From an optimization exercise on the open Yosys and OpenROAD flow, aimed at small area and a short achievable clock period; shortcuts taken in it are not production practice.
Function was checked by simulation only, so behaviour that the tests miss may differ from the original.

==> trial 24 <==
==> flow/design.v <==
module branch_target_unit #(
  parameter int XLEN    = 32,
  parameter int ENTRIES = 32,
  localparam int IDX_W  = $clog2(ENTRIES),
  localparam int TAG_W  = XLEN - IDX_W - 2
) (
  input  logic            clk,
  input  logic            rst,
  input  logic            flush_all,
  input  logic [XLEN-1:0] pc_f,
  output logic            pred_taken_f,
  output logic [XLEN-1:0] pred_target_f,
  input  logic            update_e,
  input  logic [XLEN-1:0] pc_e,
  input  logic [XLEN-1:0] imm_ext_e,
  input  logic [XLEN-1:0] rs1_e,
  input  logic            is_jalr_e,
  input  logic            taken_e,
  input  logic            pred_taken_e,
  input  logic [XLEN-1:0] pred_target_e,
  output logic [XLEN-1:0] pc_target_e,
  output logic            mispredict_e
);
  logic             valid [ENTRIES];
  logic [TAG_W-1:0] tags  [ENTRIES];
  logic [XLEN-1:0]  tgts  [ENTRIES];
  logic [1:0]       ctrs  [ENTRIES];
  logic [IDX_W-1:0] idx_f, idx_e;
  logic [TAG_W-1:0] tag_f, tag_e;
  logic             hit_f, hit_e;
  logic [XLEN-1:0]  sum_e;
  logic             unused_lsbs;
  assign idx_f = pc_f[IDX_W+1:2];
  assign tag_f = pc_f[XLEN-1:IDX_W+2];
  assign idx_e = pc_e[IDX_W+1:2];
  assign tag_e = pc_e[XLEN-1:IDX_W+2];
  assign unused_lsbs = ^{pc_f[1:0], pc_e[1:0]};
  assign hit_f = valid[idx_f] && (tags[idx_f] == tag_f);
  assign hit_e = valid[idx_e] && (tags[idx_e] == tag_e);
  assign pred_taken_f  = hit_f && ctrs[idx_f][1];
  assign pred_target_f = hit_f ? tgts[idx_f] : '0;
  assign sum_e = (is_jalr_e ? rs1_e : pc_e) + imm_ext_e;
  assign pc_target_e = is_jalr_e ? {sum_e[XLEN-1:1], 1'b0} : sum_e;
  always_comb begin
    mispredict_e = 1'b0;
    if (update_e) begin
      mispredict_e = (taken_e != pred_taken_e) ||
                     (taken_e && pred_taken_e &&
                      (pc_target_e != pred_target_e));
    end
  end
  always_ff @(posedge clk or posedge rst) begin
    if (rst) begin
      for (int i = 0; i < ENTRIES; i++) begin
        valid[i] <= 1'b0;
        tags[i]  <= '0;
        tgts[i]  <= '0;
        ctrs[i]  <= 2'b01;
      end
    end else begin
      if (update_e) begin
        if (hit_e) begin
          if (taken_e) begin
            if (ctrs[idx_e] != 2'b11) ctrs[idx_e] <= ctrs[idx_e] + 2'd1;
            tgts[idx_e] <= pc_target_e;
          end else if (ctrs[idx_e] != 2'b00) begin
            ctrs[idx_e] <= ctrs[idx_e] - 2'd1;
          end
        end else if (taken_e) begin
          valid[idx_e] <= 1'b1;
          tags[idx_e]  <= tag_e;
          tgts[idx_e]  <= pc_target_e;
          ctrs[idx_e]  <= 2'b10;
        end
      end
      if (flush_all) begin
        for (int i = 0; i < ENTRIES; i++) valid[i] <= 1'b0;
      end
    end
  end
endmodule
==> flow/run.sh <==
#!/bin/bash
# synth_recipe.tcl (not shown) runs the flow's synth.tcl, then flattens the netlist and writes it again
# the make line also repeats each setting of config.mk as NAME=value (left out here)
make -C /OpenROAD-flow-scripts/flow DESIGN_CONFIG=/design/flow/config.mk WORK_HOME=/design/flow/orfs CLKGATE_MAP_FILE= SYNTH_SCRIPT=/design/flow/synth_recipe.tcl finish
==> flow/config.mk <==
export PLATFORM = sky130hd
export DESIGN_NAME = branch_target_unit
export DESIGN_NICKNAME = branch_target_unit
export VERILOG_FILES = /design/flow/design.v
export SDC_FILE = /design/flow/constraint.sdc
export NUM_CORES = 4
export LEC_CHECK = 0
export CAP_MARGIN = 20
export CORE_MARGIN = 2
export CORE_UTILIZATION = 40
export SETUP_SLACK_MARGIN = 0.4
export SLEW_MARGIN = 20
==> flow/constraint.sdc <==
create_clock -name core_clock -period 9.0 [get_ports {clk}]
set_input_delay 1.8000 -clock core_clock [delete_from_list [all_inputs] [get_ports {clk}]]
set_output_delay 1.8000 -clock core_clock [all_outputs]
set_load 0.01 [all_outputs]
==> build 50: changes against trial 24 <==
==> flow/design.v (replaced) <==
module branch_target_unit #(
  parameter int XLEN    = 32,
  parameter int ENTRIES = 32,
  localparam int IDX_W  = $clog2(ENTRIES),
  localparam int TAG_W  = XLEN - IDX_W - 2
) (
  input  logic            clk,
  input  logic            rst,
  input  logic            flush_all,
  input  logic [XLEN-1:0] pc_f,
  output logic            pred_taken_f,
  output logic [XLEN-1:0] pred_target_f,
  input  logic            update_e,
  input  logic [XLEN-1:0] pc_e,
  input  logic [XLEN-1:0] imm_ext_e,
  input  logic [XLEN-1:0] rs1_e,
  input  logic            is_jalr_e,
  input  logic            taken_e,
  input  logic            pred_taken_e,
  input  logic [XLEN-1:0] pred_target_e,
  output logic [XLEN-1:0] pc_target_e,
  output logic            mispredict_e
);
  logic [ENTRIES-1:0] valid;
  logic [TAG_W-1:0]   tags [ENTRIES];
  logic [XLEN-1:0]    tgts [ENTRIES];
  logic [1:0]         ctrs [ENTRIES];
  logic [IDX_W-1:0]   idx_f, idx_e;
  logic [TAG_W-1:0]   tag_f, tag_e;
  logic [ENTRIES-1:0] sel_f, sel_e;
  assign idx_f = pc_f[IDX_W+1:2];
  assign tag_f = pc_f[XLEN-1:IDX_W+2];
  assign idx_e = pc_e[IDX_W+1:2];
  assign tag_e = pc_e[XLEN-1:IDX_W+2];
  always_comb begin
    for (int i = 0; i < ENTRIES; i++) begin
      sel_f[i] = (idx_f == i[IDX_W-1:0]);
      sel_e[i] = (idx_e == i[IDX_W-1:0]);
    end
  end
  logic             rv_f, rv_e;
  logic [TAG_W-1:0] rtag_e;
  logic [XLEN-1:0]  rtgt_f;
  logic             rc1_f;
  logic [1:0]       rctr_e;
  logic [ENTRIES-1:0] match_f;
  always_comb begin
    for (int i = 0; i < ENTRIES; i++) match_f[i] = (tags[i] == tag_f);
  end
  always_comb begin
    rv_f = 1'b0; rtgt_f = '0; rc1_f = 1'b0;
    rv_e = 1'b0; rtag_e = '0; rctr_e = '0;
    for (int i = 0; i < ENTRIES; i++) begin
      rv_f   |= sel_f[i] & valid[i] & match_f[i];
      rtgt_f |= {XLEN{sel_f[i]}} & tgts[i];
      rc1_f  |= sel_f[i] & ctrs[i][1];
      rv_e   |= sel_e[i] & valid[i];
      rtag_e |= {TAG_W{sel_e[i]}} & tags[i];
      rctr_e |= {2{sel_e[i]}} & ctrs[i];
    end
  end
  logic hit_f, hit_e;
  assign hit_f = rv_f;
  assign hit_e = rv_e & (rtag_e == tag_e);
  assign pred_taken_f  = hit_f & rc1_f;
  assign pred_target_f = {XLEN{hit_f}} & rtgt_f;
  logic [XLEN-1:0] base_e, sum_e;
  assign base_e      = is_jalr_e ? rs1_e : pc_e;
  localparam int LVLS = $clog2(XLEN);
  logic [XLEN-1:0] pg [LVLS+1];
  logic [XLEN-1:0] pp [LVLS+1];
  always_comb begin
    pg[0] = base_e & imm_ext_e;
    pp[0] = base_e ^ imm_ext_e;
    for (int k = 0; k < LVLS; k++) begin
      for (int i = 0; i < XLEN; i++) begin
        if (i >= (1 << k)) begin
          pg[k+1][i] = pg[k][i] | (pp[k][i] & pg[k][i-(1<<k)]);
          pp[k+1][i] = pp[k][i] & pp[k][i-(1<<k)];
        end else begin
          pg[k+1][i] = pg[k][i];
          pp[k+1][i] = pp[k][i];
        end
      end
    end
  end
  assign sum_e = pp[0] ^ {pg[LVLS][XLEN-2:0], 1'b0};
  assign pc_target_e = {sum_e[XLEN-1:1], sum_e[0] & ~is_jalr_e};
  logic [XLEN-1:0] need_c, gen_c;
  logic            tgt_eq;
  always_comb begin
    for (int i = 0; i < XLEN; i++) begin
      need_c[i] = base_e[i] ^ imm_ext_e[i] ^ pred_target_e[i];
      gen_c[i]  = (base_e[i] & imm_ext_e[i]) |
                  (need_c[i] & (base_e[i] | imm_ext_e[i]));
    end
  end
  logic eq0;
  assign eq0 = is_jalr_e ? ~pred_target_e[0] : ~need_c[0];
  always_comb begin
    tgt_eq = eq0 & (need_c[1] == (base_e[0] & imm_ext_e[0]));
    for (int i = 2; i < XLEN; i++)
      tgt_eq &= (need_c[i] == gen_c[i-1]);
  end
  assign mispredict_e = update_e &
                        ((taken_e ^ pred_taken_e) | (taken_e & pred_taken_e & ~tgt_eq));
  logic       wr_t;
  logic [1:0] ctr_new;
  assign wr_t = update_e & taken_e;
  always_comb begin
    if (!hit_e)       ctr_new = taken_e ? 2'b10 : rctr_e;
    else if (taken_e) ctr_new = (rctr_e == 2'b11) ? 2'b11 : rctr_e + 2'd1;
    else              ctr_new = (rctr_e == 2'b00) ? 2'b00 : rctr_e - 2'd1;
  end
  always_ff @(posedge clk or posedge rst) begin
    if (rst) begin
      valid <= '0;
    end else begin
      for (int i = 0; i < ENTRIES; i++)
        if (flush_all)             valid[i] <= 1'b0;
        else if (wr_t && sel_e[i]) valid[i] <= 1'b1;
    end
  end
  always_ff @(posedge clk) begin
    for (int i = 0; i < ENTRIES; i++) begin
      if (wr_t && sel_e[i]) begin
        tags[i] <= tag_e;
        tgts[i] <= pc_target_e;
      end
      if (update_e && sel_e[i]) ctrs[i] <= ctr_new;
    end
  end
endmodule
==> flow/flow/run.sh (new file) <==
#!/bin/bash
# The standard layout with two changes:
#  - the input and output ports are buffered with buf_4 instead of the
#    delay-line buffer (clkdlybuf4s50_1) that buffer_ports picks on its own;
#    every port still gets its own buffer.
#  - clock tree synthesis inserts no dummy loads (the arguments are otherwise
#    those ORFS builds from config.mk's CTS settings).
set -euo pipefail
export BUFFER_PORTS_ARGS="-buffer_cell sky130_fd_sc_hd__buf_4"
export CTS_ARGS="-sink_clustering_enable -repair_clock_nets -sink_clustering_size 20 -sink_clustering_max_diameter 60 -buf_list sky130_fd_sc_hd__clkbuf_16 -dont_use_dummy_load"
bash standard.sh finish > standard_flow.log 2>&1
==> flow/standard.sh (new file) <==
#!/bin/bash
# synth_recipe.tcl (not shown) runs the flow's synth.tcl, then flattens the netlist and writes it again
# the make line also repeats each setting of config.mk as NAME=value (left out here)
make -C /OpenROAD-flow-scripts/flow DESIGN_CONFIG=/design/flow/config.mk WORK_HOME=/design/flow/orfs CLKGATE_MAP_FILE= SYNTH_SCRIPT=/design/flow/synth_recipe.tcl "${@:-finish}"
Settings changed: CAP_MARGIN 20 to 60, CTS_BUF_LIST set to sky130_fd_sc_hd__clkbuf_16, CTS_CLUSTER_DIAMETER set to 60, CTS_CLUSTER_SIZE set to 20, SETUP_SLACK_MARGIN 0.4 to 2.3, SLEW_MARGIN 20 to 60.
removed: flow/run.sh
==> notes <==
Trial 24 passed the timing, design-rule and antenna checks. Build 50 passed the timing, design-rule and antenna checks. Between build 50 and trial 24, the lower fmax is in trial 24 (gap about 30%, measured against trial 24). Of trial 24 and build 50, trial 24 has the higher synthesized cell count (gap 60%, measured against build 50). Between trial 24 and build 50, the lower utilization is in trial 24 (gap 1.3 points). Non-clock buffer count: trial 24 is higher than build 50 (44). Die area: trial 24 is larger than build 50 (about 10%). Count of clock-buffer cells in the layout: trial 24 is higher than build 50 (158). Between build 50 and trial 24, the lower design area is in build 50 (gap 6.5%, measured against trial 24). Worst hold slack: build 50 is better than trial 24 (0.055 ns).

-- afterwards: timing with drivers on the ports --
No port has a modelled driver above. Below, the same layouts with a new extraction and two added sets of constraints. Step 1 assumes that a clkbuf_16 drives the clock port and a buf_2 every other input. Step 2 also shifts input and output timing later by t, the mid clock arrival at the registers, as if the neighbouring blocks saw the same clock. Three values: ideal ports, drivers, drivers and shift; two values: the first two.
| run | t, ns | slack for setup (ns) | worst register clock-pin slew, ns | worst slew at a driven data input, ns | pins driven straight from the clock port |
|---|---|---|---|---|---|
| trial 24 | 0.965 | 0.160 / 0.136 / 0.136 | 0.07 / 0.07 | 0.11 | 1 |
| build 50 | 0.925 | 2.188 / 1.995 / 1.612 | 0.09 / 0.09 | 0.27 | 1 |
After both steps setup and hold are still met in every run listed. For build 50, which loses most, drivers alone change the setup slack by -0.193 ns; drivers and shift together by -0.576 ns.
